Background: an optimization exercise with open tools, aiming at small area, a short achievable clock period and few clock cycles per item. Do not read the settings as production practice. The RTL was checked by simulation tests, not by an equivalence proof against the original design. Power is estimated from default activity; no workload was simulated.

==> v27: inputs <==
Design script_token_lexer_top, start of the top module:
module script_token_lexer_top #(
	parameter int TEXT_MAX = stl_pkg::TEXT_MAX_DEF
) (
	input  logic              clk,
	input  logic              arst_n,
	input  logic              in_valid,
	output logic              in_stall,
	input  logic [8:0]        in_item,
	output logic              out_valid,
	input  logic              out_stall,
	output logic [92:0]       out_item,
	input  logic              cfg_valid,
	output logic              cfg_ready,
	input  logic              cfg_data
);
==> flow/config.mk <==
export PLATFORM = sky130hd
export DESIGN_NAME = script_token_lexer_top
export DESIGN_NICKNAME = script_token_lexer_top
export VERILOG_FILES = /design/flow/design.v
export SDC_FILE = /design/flow/constraint.sdc
export NUM_CORES = 4
export LEC_CHECK = 0
export CAP_MARGIN = 20
export CORE_MARGIN = 2
export CORE_UTILIZATION = 65
export SETUP_SLACK_MARGIN = 1.6
export SLEW_MARGIN = 20
==> flow/constraint.sdc <==
create_clock -name core_clock -period 5.0 [get_ports {clk}]
set_input_delay 1.0000 -clock core_clock [delete_from_list [all_inputs] [get_ports {clk}]]
set_output_delay 1.0000 -clock core_clock [all_outputs]
set_load 0.01 [all_outputs]
standard.sh (not shown) runs the stock make flow with config.mk's settings and CLKGATE_MAP_FILE= SYNTH_SCRIPT=/design/flow/synth_recipe.tcl, a recipe that flattens the netlist after the stock synthesis.
==> flow/flow/run.sh <==
#!/bin/bash
# Layout flow: the standard flow (standard.sh, synthesis included) with
# two changes to how the layout is built:
# - the port buffers that placement inserts are plain buffers
#   (sky130_fd_sc_hd__buf_1) instead of the delay cells buffer_ports
#   picks by default;
# - clock tree synthesis uses clkbuf_8 buffers and no dummy loads.
set -e
cp standard.sh standard_sh_copy.txt
export BUFFER_PORTS_ARGS="-buffer_cell sky130_fd_sc_hd__buf_1"
export CTS_ARGS="-sink_clustering_enable -repair_clock_nets -sink_clustering_size 30 -sink_clustering_max_diameter 100 -buf_list sky130_fd_sc_hd__clkbuf_8 -dont_use_dummy_load"
bash standard.sh > standard.log 2>&1
==> inputs of v9, as changes to v27 <==
--- a/flow/design.v
+++ b/flow/design.v
@@ -39,51 +39,48 @@
 	input  logic        in_end,
 	input  logic        in_nl,
 	input  stl_pkg::cls_t cls,
 	input  logic [2:0]  q_v,
 	input  logic        num_pend,
 	output logic        consume,
 	output logic [1:0]  push_cnt,
+	output logic        r0_lf,      
 	output logic [3:0]  r0_kind,
 	output logic [8:0]  r0_val,
 	output logic [3:0]  r1_kind,
 	output logic [8:0]  r1_val,
 	output logic [47:0] mant,
 	output logic [3:0]  frac
 );
 	localparam int CNT_W = $clog2(TEXT_MAX + 1);
 	localparam logic [CNT_W-1:0] CNT_MAX = CNT_W'(TEXT_MAX);
 	localparam logic [47:0] MANT_MAX = {48{1'b1}};
-	localparam logic [47:0] SAT_K    = 48'd28147497671065;   
-	function automatic logic [47:0] mul10_add(input logic [47:0] x, input logic [3:0] d,
-			input logic [1:0] e_lo);
-		logic [50:0] a, b, g, p, gg, pp, y;
-		logic        cin;
-		cin = d[3];
+	function automatic logic [30:0] mul5_add(input logic [27:0] x, input logic [1:0] e_lo,
+			input logic cin);
+		logic [30:0] a, b, g, p, gg, pp, y;
 		a   = {1'b0, x, e_lo};
 		b   = {3'b0, x};
 		g   = a & b;
 		p   = a ^ b;
 		gg  = g;
 		pp  = p;
 		gg[0] = g[0] | (p[0] & cin);
-		for (int l = 0; l < 6; l++) begin
-			for (int i = 50; i >= 0; i--) begin
+		for (int l = 0; l < 5; l++) begin
+			for (int i = 30; i >= 0; i--) begin
 				if (((i >> l) & 1) == 1 && ((i >> l) << l) >= 1) begin
 					gg[i] = gg[i] | (pp[i] & gg[((i >> l) << l) - 1]);
 					pp[i] = pp[i] & pp[((i >> l) << l) - 1];
 				end
 			end
 		end
 		y[0] = p[0] ^ cin;
-		for (int i = 1; i < 51; i++) begin
+		for (int i = 1; i < 31; i++) begin
 			y[i] = p[i] ^ gg[i - 1];
 		end
-		mul10_add = (x > SAT_K || (x == SAT_K && d[3:1] >= 3'd3)) ? MANT_MAX
-			: {y[46:0], d[0]};
+		mul5_add = y;
 	endfunction
 	function automatic logic [7:0] decode_escape(input logic [7:0] c);
 		logic [7:0] r;
 		unique case (c)
 			8'h30: r = 8'h00;
 			8'h62: r = 8'h08;
 			8'h6E: r = 8'h0A;
@@ -95,51 +92,57 @@
 	endfunction
 	logic             m_name_q, m_int_q, m_frac_q, m_str_q, m_cmp_q;
 	logic             m_name_n, m_int_n, m_frac_n, m_str_n, m_cmp_n;
 	logic             m_idle;
 	logic             sq_q, sq_n;      
 	logic [1:0]       cmp_q, cmp_n;    
 	logic             esc_q, esc_n;
-	logic [47:0]      digit_q, digit_n;
+	logic [23:0]      lo_q;
+	logic [27:0]      hi_q;
+	logic [3:0]       co_q;
+	logic             pend_q, sat_q;
+	logic             dstep, dstart;    
 	logic [3:0]       frac_q, frac_n;
 	logic [CNT_W-1:0] text_q, text_n;
 	logic [7:0]       c;
 	logic [8:0]       cmp_val;
-	logic [47:0]      digit_add;
+	logic [30:0]      y_lo, y_hi;
 	logic [CNT_W-1:0] text_inc;
 	logic [3:0]       frac_inc;
 	logic             run_idle;
 	logic             ra_v, rb_v;
 	logic [3:0]       ra_k, rb_k;
 	logic [8:0]       ra_b, rb_b;
 	logic             two, stall;
 	assign c       = in_c;
 	assign cmp_val = {7'b0001111, cmp_q};
 	assign m_idle  = !(m_name_q || m_int_q || m_frac_q || m_str_q || m_cmp_q);
-	assign mant = digit_q;
+	assign mant = (sat_q || hi_q[27:24] != 4'd0) ? MANT_MAX : {hi_q[23:0], lo_q};
 	assign frac = frac_q;
 	always_comb begin
 		two = (m_name_q && cls.lf_sym) || ((m_int_q || m_frac_q || m_cmp_q) && cls.rb);
 		stall = q_v[2] || (q_v[1] && two) ||
 			(num_pend && cls.digit && (m_idle || m_cmp_q));
 		consume = in_v && !stall;
 	end
 	always_comb begin
-		digit_add = mul10_add(digit_q, c[3:0], cls.e_lo);
+		y_lo      = mul5_add({4'd0, lo_q}, cls.e_lo, c[3]);
+		y_hi      = mul5_add(hi_q, co_q[3] ? 2'b11 : co_q[2:1], co_q[3]);
 		text_inc  = (text_q < CNT_MAX) ? text_q + CNT_W'(1) : text_q;
 		frac_inc  = (frac_q != 4'd15) ? frac_q + 4'd1 : frac_q;
 		m_name_n = m_name_q;
 		m_int_n  = m_int_q;
 		m_frac_n = m_frac_q;
 		m_str_n  = m_str_q;
 		m_cmp_n  = m_cmp_q;
 		sq_n     = sq_q;
 		cmp_n    = cmp_q;
 		esc_n    = esc_q;
-		digit_n  = digit_q;
+		dstep    = 1'b0;
+		dstart   = 1'b0;
 		frac_n   = frac_q;
 		text_n   = text_q;
 		run_idle = 1'b0;
 		ra_v     = 1'b0;
 		rb_v     = 1'b0;
 		ra_k     = K_TEXT;
 		ra_b     = 9'd0;
@@ -186,27 +189,27 @@
 					ra_k     = K_NAME;
 					ra_b     = 9'(text_q);
 					run_idle = 1'b1;
 				end
 			end
 			if (m_int_q) begin
 				if (cls.digit) begin
-					digit_n = digit_add;
+					dstep   = 1'b1;
 				end else if (cls.dot) begin
 					m_int_n  = 1'b0;
 					m_frac_n = 1'b1;
 				end else begin
 					ra_v     = 1'b1;
 					ra_k     = K_NUMBER;
 					run_idle = 1'b1;
 				end
 			end
 			if (m_frac_q) begin
 				if (cls.digit) begin
-					digit_n = digit_add;
+					dstep   = 1'b1;
 					frac_n  = frac_inc;
 				end else begin
 					ra_v     = 1'b1;
 					ra_k     = K_NUMBER;
 					run_idle = 1'b1;
 				end
 			end
@@ -261,15 +264,15 @@
 					m_name_n = 1'b1;
 					text_n   = CNT_W'(1);
 					rb_v     = 1'b1;
 					rb_k     = K_TEXT;
 					rb_b     = {1'b0, c};
 				end else if (cls.digit) begin
 					m_int_n = 1'b1;
-					digit_n = {44'd0, c[3:0]};
+					dstart  = 1'b1;
 					frac_n  = 4'd0;
 				end else if (cls.dq || cls.sq) begin
 					m_str_n = 1'b1;
 					sq_n    = cls.sq;
 					esc_n   = 1'b0;
 					text_n  = '0;
 				end else if (cls.cmpch) begin
@@ -291,14 +294,15 @@
 		end else begin
 			r0_kind  = rb_k;
 			r0_val   = rb_b;
 			r1_kind  = rb_k;
 			r1_val   = rb_b;
 			push_cnt = (consume && rb_v) ? 2'd1 : 2'd0;
 		end
+		r0_lf = consume && m_idle && cls.lf;
 	end
 	always_ff @(posedge clk or negedge arst_n) begin
 		if (!arst_n) begin
 			m_name_q <= 1'b0;
 			m_int_q  <= 1'b0;
 			m_frac_q <= 1'b0;
 			m_str_q  <= 1'b0;
@@ -308,29 +312,48 @@
 			m_int_q  <= m_int_n;
 			m_frac_q <= m_frac_n;
 			m_str_q  <= m_str_n;
 			m_cmp_q  <= m_cmp_n;
 		end
 	end
 	always_ff @(posedge clk) begin
+		if (consume && dstart) begin
+			lo_q   <= {20'd0, c[3:0]};
+			co_q   <= 4'd0;
+			hi_q   <= '0;
+			pend_q <= 1'b0;
+			sat_q  <= 1'b0;
+		end else begin
+			if (consume && dstep) begin
+				lo_q <= {y_lo[22:0], c[0]};
+				co_q <= y_lo[26:23];
+			end
+			if (pend_q) begin
+				hi_q <= {y_hi[26:0], co_q[0]};
+			end
+			pend_q <= consume && dstep;
+			sat_q  <= sat_q || hi_q[27:24] != 4'd0;
+		end
+	end
+	always_ff @(posedge clk) begin
 		if (consume) begin
 			sq_q    <= sq_n;
 			cmp_q   <= cmp_n;
 			esc_q   <= esc_n;
-			digit_q <= digit_n;
 			frac_q  <= frac_n;
 			text_q  <= text_n;
 		end
 	end
 endmodule
 import stl_pkg::*;
 module stl_res_fifo (
 	input  logic        clk,
 	input  logic        arst_n,
 	input  logic [1:0]  push_cnt,
+	input  logic        r0_lf,      
 	input  logic [3:0]  r0_kind,
 	input  logic [8:0]  r0_val,
 	input  logic [3:0]  r1_kind,
 	input  logic [8:0]  r1_val,
 	output logic [2:0]  q_v,
 	output logic        num_pend,
 	output logic        out_valid,
@@ -386,16 +409,16 @@
 		v_p[1] = v_q[2] || (v_q[1] && p1) || p2;
 		v_p[2] = (v_q[2] && p1) || (v_q[1] && p2);
 		e_p[0] = v_q[1] ? e_q[1] : r0;
 		e_p[1] = v_q[2] ? e_q[2] : (v_q[1] ? r0 : r1);
 		e_p[2] = v_q[2] ? r0 : r1;
 		hk_s  = e_s[0][12:9];
 		hk_p  = e_p[0][12:9];
-		inc_s = !v_q[0] && p1 && r0_kind[3];
-		inc_p = v_q[1] ? e_q[1][12] : (p1 && r0_kind[3]);
+		inc_s = !v_q[0] && r0_lf;
+		inc_p = v_q[1] ? e_q[1][12] : r0_lf;
 		line_inc = (line_q != LINE_MAX) ? line_q + 20'd1 : line_q;
 	end
 	always_ff @(posedge clk or negedge arst_n) begin
 		if (!arst_n) begin
 			v_q    <= '0;
 			ov_q   <= 1'b0;
 			line_q <= 20'd1;
@@ -473,14 +496,15 @@
 	logic        in_nl_q;
 	stl_pkg::cls_t in_cls_q;
 	logic        accept;
 	logic        consume;
 	logic [2:0]  q_v;
 	logic        num_pend;
 	logic [1:0]  push_cnt;
+	logic        r0_lf;
 	logic [3:0]  r0_kind, r1_kind;
 	logic [8:0]  r0_val, r1_val;
 	logic [47:0] mant;
 	logic [3:0]  frac;
 	logic [3:0]  head_kind;
 	logic [8:0]  head_val;
 	logic [19:0] head_line;
@@ -517,25 +541,27 @@
 		.in_end   (in_end_q),
 		.in_nl    (in_nl_q),
 		.cls      (in_cls_q),
 		.q_v      (q_v),
 		.num_pend (num_pend),
 		.consume  (consume),
 		.push_cnt (push_cnt),
+		.r0_lf    (r0_lf),
 		.r0_kind  (r0_kind),
 		.r0_val   (r0_val),
 		.r1_kind  (r1_kind),
 		.r1_val   (r1_val),
 		.mant     (mant),
 		.frac     (frac)
 	);
 	stl_res_fifo u_fifo (
 		.clk      (clk),
 		.arst_n   (arst_n),
 		.push_cnt (push_cnt),
+		.r0_lf    (r0_lf),
 		.r0_kind  (r0_kind),
 		.r0_val   (r0_val),
 		.r1_kind  (r1_kind),
 		.r1_val   (r1_val),
 		.q_v      (q_v),
 		.num_pend (num_pend),
 		.out_valid(out_valid),
Settings changed: CORE_UTILIZATION 65 to 75, SETUP_SLACK_MARGIN 1.6 to 2.1.
==> inputs of v34, as changes to v27 <==
--- a/flow/design.v
+++ b/flow/design.v
@@ -39,51 +39,48 @@
 	input  logic        in_end,
 	input  logic        in_nl,
 	input  stl_pkg::cls_t cls,
 	input  logic [2:0]  q_v,
 	input  logic        num_pend,
 	output logic        consume,
 	output logic [1:0]  push_cnt,
+	output logic        r0_lf,      
 	output logic [3:0]  r0_kind,
 	output logic [8:0]  r0_val,
 	output logic [3:0]  r1_kind,
 	output logic [8:0]  r1_val,
 	output logic [47:0] mant,
 	output logic [3:0]  frac
 );
 	localparam int CNT_W = $clog2(TEXT_MAX + 1);
 	localparam logic [CNT_W-1:0] CNT_MAX = CNT_W'(TEXT_MAX);
 	localparam logic [47:0] MANT_MAX = {48{1'b1}};
-	localparam logic [47:0] SAT_K    = 48'd28147497671065;   
-	function automatic logic [47:0] mul10_add(input logic [47:0] x, input logic [3:0] d,
-			input logic [1:0] e_lo);
-		logic [50:0] a, b, g, p, gg, pp, y;
-		logic        cin;
-		cin = d[3];
+	function automatic logic [30:0] mul5_add(input logic [27:0] x, input logic [1:0] e_lo,
+			input logic cin);
+		logic [30:0] a, b, g, p, gg, pp, y;
 		a   = {1'b0, x, e_lo};
 		b   = {3'b0, x};
 		g   = a & b;
 		p   = a ^ b;
 		gg  = g;
 		pp  = p;
 		gg[0] = g[0] | (p[0] & cin);
-		for (int l = 0; l < 6; l++) begin
-			for (int i = 50; i >= 0; i--) begin
+		for (int l = 0; l < 5; l++) begin
+			for (int i = 30; i >= 0; i--) begin
 				if (((i >> l) & 1) == 1 && ((i >> l) << l) >= 1) begin
 					gg[i] = gg[i] | (pp[i] & gg[((i >> l) << l) - 1]);
 					pp[i] = pp[i] & pp[((i >> l) << l) - 1];
 				end
 			end
 		end
 		y[0] = p[0] ^ cin;
-		for (int i = 1; i < 51; i++) begin
+		for (int i = 1; i < 31; i++) begin
 			y[i] = p[i] ^ gg[i - 1];
 		end
-		mul10_add = (x > SAT_K || (x == SAT_K && d[3:1] >= 3'd3)) ? MANT_MAX
-			: {y[46:0], d[0]};
+		mul5_add = y;
 	endfunction
 	function automatic logic [7:0] decode_escape(input logic [7:0] c);
 		logic [7:0] r;
 		unique case (c)
 			8'h30: r = 8'h00;
 			8'h62: r = 8'h08;
 			8'h6E: r = 8'h0A;
@@ -95,51 +92,57 @@
 	endfunction
 	logic             m_name_q, m_int_q, m_frac_q, m_str_q, m_cmp_q;
 	logic             m_name_n, m_int_n, m_frac_n, m_str_n, m_cmp_n;
 	logic             m_idle;
 	logic             sq_q, sq_n;      
 	logic [1:0]       cmp_q, cmp_n;    
 	logic             esc_q, esc_n;
-	logic [47:0]      digit_q, digit_n;
+	logic [23:0]      lo_q;
+	logic [27:0]      hi_q;
+	logic [3:0]       co_q;
+	logic             pend_q, sat_q;
+	logic             dstep, dstart;    
 	logic [3:0]       frac_q, frac_n;
 	logic [CNT_W-1:0] text_q, text_n;
 	logic [7:0]       c;
 	logic [8:0]       cmp_val;
-	logic [47:0]      digit_add;
+	logic [30:0]      y_lo, y_hi;
 	logic [CNT_W-1:0] text_inc;
 	logic [3:0]       frac_inc;
 	logic             run_idle;
 	logic             ra_v, rb_v;
 	logic [3:0]       ra_k, rb_k;
 	logic [8:0]       ra_b, rb_b;
 	logic             two, stall;
 	assign c       = in_c;
 	assign cmp_val = {7'b0001111, cmp_q};
 	assign m_idle  = !(m_name_q || m_int_q || m_frac_q || m_str_q || m_cmp_q);
-	assign mant = digit_q;
+	assign mant = (sat_q || hi_q[27:24] != 4'd0) ? MANT_MAX : {hi_q[23:0], lo_q};
 	assign frac = frac_q;
 	always_comb begin
 		two = (m_name_q && cls.lf_sym) || ((m_int_q || m_frac_q || m_cmp_q) && cls.rb);
 		stall = q_v[2] || (q_v[1] && two) ||
 			(num_pend && cls.digit && (m_idle || m_cmp_q));
 		consume = in_v && !stall;
 	end
 	always_comb begin
-		digit_add = mul10_add(digit_q, c[3:0], cls.e_lo);
+		y_lo      = mul5_add({4'd0, lo_q}, cls.e_lo, c[3]);
+		y_hi      = mul5_add(hi_q, co_q[3] ? 2'b11 : co_q[2:1], co_q[3]);
 		text_inc  = (text_q < CNT_MAX) ? text_q + CNT_W'(1) : text_q;
 		frac_inc  = (frac_q != 4'd15) ? frac_q + 4'd1 : frac_q;
 		m_name_n = m_name_q;
 		m_int_n  = m_int_q;
 		m_frac_n = m_frac_q;
 		m_str_n  = m_str_q;
 		m_cmp_n  = m_cmp_q;
 		sq_n     = sq_q;
 		cmp_n    = cmp_q;
 		esc_n    = esc_q;
-		digit_n  = digit_q;
+		dstep    = 1'b0;
+		dstart   = 1'b0;
 		frac_n   = frac_q;
 		text_n   = text_q;
 		run_idle = 1'b0;
 		ra_v     = 1'b0;
 		rb_v     = 1'b0;
 		ra_k     = K_TEXT;
 		ra_b     = 9'd0;
@@ -186,27 +189,27 @@
 					ra_k     = K_NAME;
 					ra_b     = 9'(text_q);
 					run_idle = 1'b1;
 				end
 			end
 			if (m_int_q) begin
 				if (cls.digit) begin
-					digit_n = digit_add;
+					dstep   = 1'b1;
 				end else if (cls.dot) begin
 					m_int_n  = 1'b0;
 					m_frac_n = 1'b1;
 				end else begin
 					ra_v     = 1'b1;
 					ra_k     = K_NUMBER;
 					run_idle = 1'b1;
 				end
 			end
 			if (m_frac_q) begin
 				if (cls.digit) begin
-					digit_n = digit_add;
+					dstep   = 1'b1;
 					frac_n  = frac_inc;
 				end else begin
 					ra_v     = 1'b1;
 					ra_k     = K_NUMBER;
 					run_idle = 1'b1;
 				end
 			end
@@ -261,15 +264,15 @@
 					m_name_n = 1'b1;
 					text_n   = CNT_W'(1);
 					rb_v     = 1'b1;
 					rb_k     = K_TEXT;
 					rb_b     = {1'b0, c};
 				end else if (cls.digit) begin
 					m_int_n = 1'b1;
-					digit_n = {44'd0, c[3:0]};
+					dstart  = 1'b1;
 					frac_n  = 4'd0;
 				end else if (cls.dq || cls.sq) begin
 					m_str_n = 1'b1;
 					sq_n    = cls.sq;
 					esc_n   = 1'b0;
 					text_n  = '0;
 				end else if (cls.cmpch) begin
@@ -291,14 +294,15 @@
 		end else begin
 			r0_kind  = rb_k;
 			r0_val   = rb_b;
 			r1_kind  = rb_k;
 			r1_val   = rb_b;
 			push_cnt = (consume && rb_v) ? 2'd1 : 2'd0;
 		end
+		r0_lf = consume && m_idle && cls.lf;
 	end
 	always_ff @(posedge clk or negedge arst_n) begin
 		if (!arst_n) begin
 			m_name_q <= 1'b0;
 			m_int_q  <= 1'b0;
 			m_frac_q <= 1'b0;
 			m_str_q  <= 1'b0;
@@ -308,29 +312,48 @@
 			m_int_q  <= m_int_n;
 			m_frac_q <= m_frac_n;
 			m_str_q  <= m_str_n;
 			m_cmp_q  <= m_cmp_n;
 		end
 	end
 	always_ff @(posedge clk) begin
+		if (consume && dstart) begin
+			lo_q   <= {20'd0, c[3:0]};
+			co_q   <= 4'd0;
+			hi_q   <= '0;
+			pend_q <= 1'b0;
+			sat_q  <= 1'b0;
+		end else begin
+			if (consume && dstep) begin
+				lo_q <= {y_lo[22:0], c[0]};
+				co_q <= y_lo[26:23];
+			end
+			if (pend_q) begin
+				hi_q <= {y_hi[26:0], co_q[0]};
+			end
+			pend_q <= consume && dstep;
+			sat_q  <= sat_q || hi_q[27:24] != 4'd0;
+		end
+	end
+	always_ff @(posedge clk) begin
 		if (consume) begin
 			sq_q    <= sq_n;
 			cmp_q   <= cmp_n;
 			esc_q   <= esc_n;
-			digit_q <= digit_n;
 			frac_q  <= frac_n;
 			text_q  <= text_n;
 		end
 	end
 endmodule
 import stl_pkg::*;
 module stl_res_fifo (
 	input  logic        clk,
 	input  logic        arst_n,
 	input  logic [1:0]  push_cnt,
+	input  logic        r0_lf,      
 	input  logic [3:0]  r0_kind,
 	input  logic [8:0]  r0_val,
 	input  logic [3:0]  r1_kind,
 	input  logic [8:0]  r1_val,
 	output logic [2:0]  q_v,
 	output logic        num_pend,
 	output logic        out_valid,
@@ -386,16 +409,16 @@
 		v_p[1] = v_q[2] || (v_q[1] && p1) || p2;
 		v_p[2] = (v_q[2] && p1) || (v_q[1] && p2);
 		e_p[0] = v_q[1] ? e_q[1] : r0;
 		e_p[1] = v_q[2] ? e_q[2] : (v_q[1] ? r0 : r1);
 		e_p[2] = v_q[2] ? r0 : r1;
 		hk_s  = e_s[0][12:9];
 		hk_p  = e_p[0][12:9];
-		inc_s = !v_q[0] && p1 && r0_kind[3];
-		inc_p = v_q[1] ? e_q[1][12] : (p1 && r0_kind[3]);
+		inc_s = !v_q[0] && r0_lf;
+		inc_p = v_q[1] ? e_q[1][12] : r0_lf;
 		line_inc = (line_q != LINE_MAX) ? line_q + 20'd1 : line_q;
 	end
 	always_ff @(posedge clk or negedge arst_n) begin
 		if (!arst_n) begin
 			v_q    <= '0;
 			ov_q   <= 1'b0;
 			line_q <= 20'd1;
@@ -473,14 +496,15 @@
 	logic        in_nl_q;
 	stl_pkg::cls_t in_cls_q;
 	logic        accept;
 	logic        consume;
 	logic [2:0]  q_v;
 	logic        num_pend;
 	logic [1:0]  push_cnt;
+	logic        r0_lf;
 	logic [3:0]  r0_kind, r1_kind;
 	logic [8:0]  r0_val, r1_val;
 	logic [47:0] mant;
 	logic [3:0]  frac;
 	logic [3:0]  head_kind;
 	logic [8:0]  head_val;
 	logic [19:0] head_line;
@@ -517,25 +541,27 @@
 		.in_end   (in_end_q),
 		.in_nl    (in_nl_q),
 		.cls      (in_cls_q),
 		.q_v      (q_v),
 		.num_pend (num_pend),
 		.consume  (consume),
 		.push_cnt (push_cnt),
+		.r0_lf    (r0_lf),
 		.r0_kind  (r0_kind),
 		.r0_val   (r0_val),
 		.r1_kind  (r1_kind),
 		.r1_val   (r1_val),
 		.mant     (mant),
 		.frac     (frac)
 	);
 	stl_res_fifo u_fifo (
 		.clk      (clk),
 		.arst_n   (arst_n),
 		.push_cnt (push_cnt),
+		.r0_lf    (r0_lf),
 		.r0_kind  (r0_kind),
 		.r0_val   (r0_val),
 		.r1_kind  (r1_kind),
 		.r1_val   (r1_val),
 		.q_v      (q_v),
 		.num_pend (num_pend),
 		.out_valid(out_valid),
Settings changed: CORE_UTILIZATION 65 to 75, SETUP_SLACK_MARGIN 1.6 to 1.8.
==> notes <==
- Global-route usage, lowest first: v27, v34, v9.
- The lowest non-clock buffer count belongs to v27, the highest to v9.
- Sequential power is about the same in v9 and v34.
- First-iteration DRC count, highest first: v9, v34, v27.
==> figures <==
item                                                                                v27                      v34                       v9
Outcome                                                         complete, no violations  complete, no violations  complete, no violations
Area share of the leading cell type in the synthesized netlist                    30.2%                    18.6%                    18.6%
Count of distinct cell types in the synthesized netlist                              85                       89                       89
Global-route met3 utilization                                                     4.43%                    5.97%                    6.66%
Cell depth of the worst min-delay path                                                0                        2                        1
Final weighted congestion in routability-driven placement                         0.929                    0.969                    0.934
Reg2reg start                                                                 in_c_q[3]          u_lexer.co_q[3]             in_cls_q[13]
Area of the placeable core                                                    16600 µm²                14400 µm²                14400 µm²
Clock-cell share of area                                                          1.94%                    1.97%                    1.89%
Hold WS                                                                        0.446 ns                 0.462 ns                 0.490 ns
Testbench counts of v27, summed over its fixed seeds: cycles 44,563, items 44,472.
Testbench counts of v9, summed over its fixed seeds: cycles 44,563, items 44,472.
Testbench counts of v34, summed over its fixed seeds: cycles 44,563, items 44,472.

what the ideal ports hide:
Ports are ideal in the flow. The routed layouts listed here were re-timed in OpenROAD.
Step 1: set_driving_cell puts a clkbuf_16 on clk and a buf_2 on each other input, an assumption about the parent block.
Step 2, shift: input delay + t, output delay - t, t = (earliest + latest rising clock arrival at the registers) / 2. This alone moves slack from input paths to output paths.
Three values: ideal, step 1, step 2; two values: the first two.
run | shift t [ns] | slack for setup (ns) | worst slew at a driven data input, ns | cell pins on the clock port's net
v27 | 0.496 | 1.700 / 1.688 / 1.700 | 0.04 | 1
v9 | 0.502 | 1.966 / 1.966 / 1.764 | 0.04 | 1
v34 | 0.493 | 1.895 / 1.867 / 1.567 | 0.04 | 1
After both steps every run listed still meets setup and hold. For v34, which loses most, drivers alone change the setup slack by -0.028 ns; drivers and shift together by -0.328 ns.
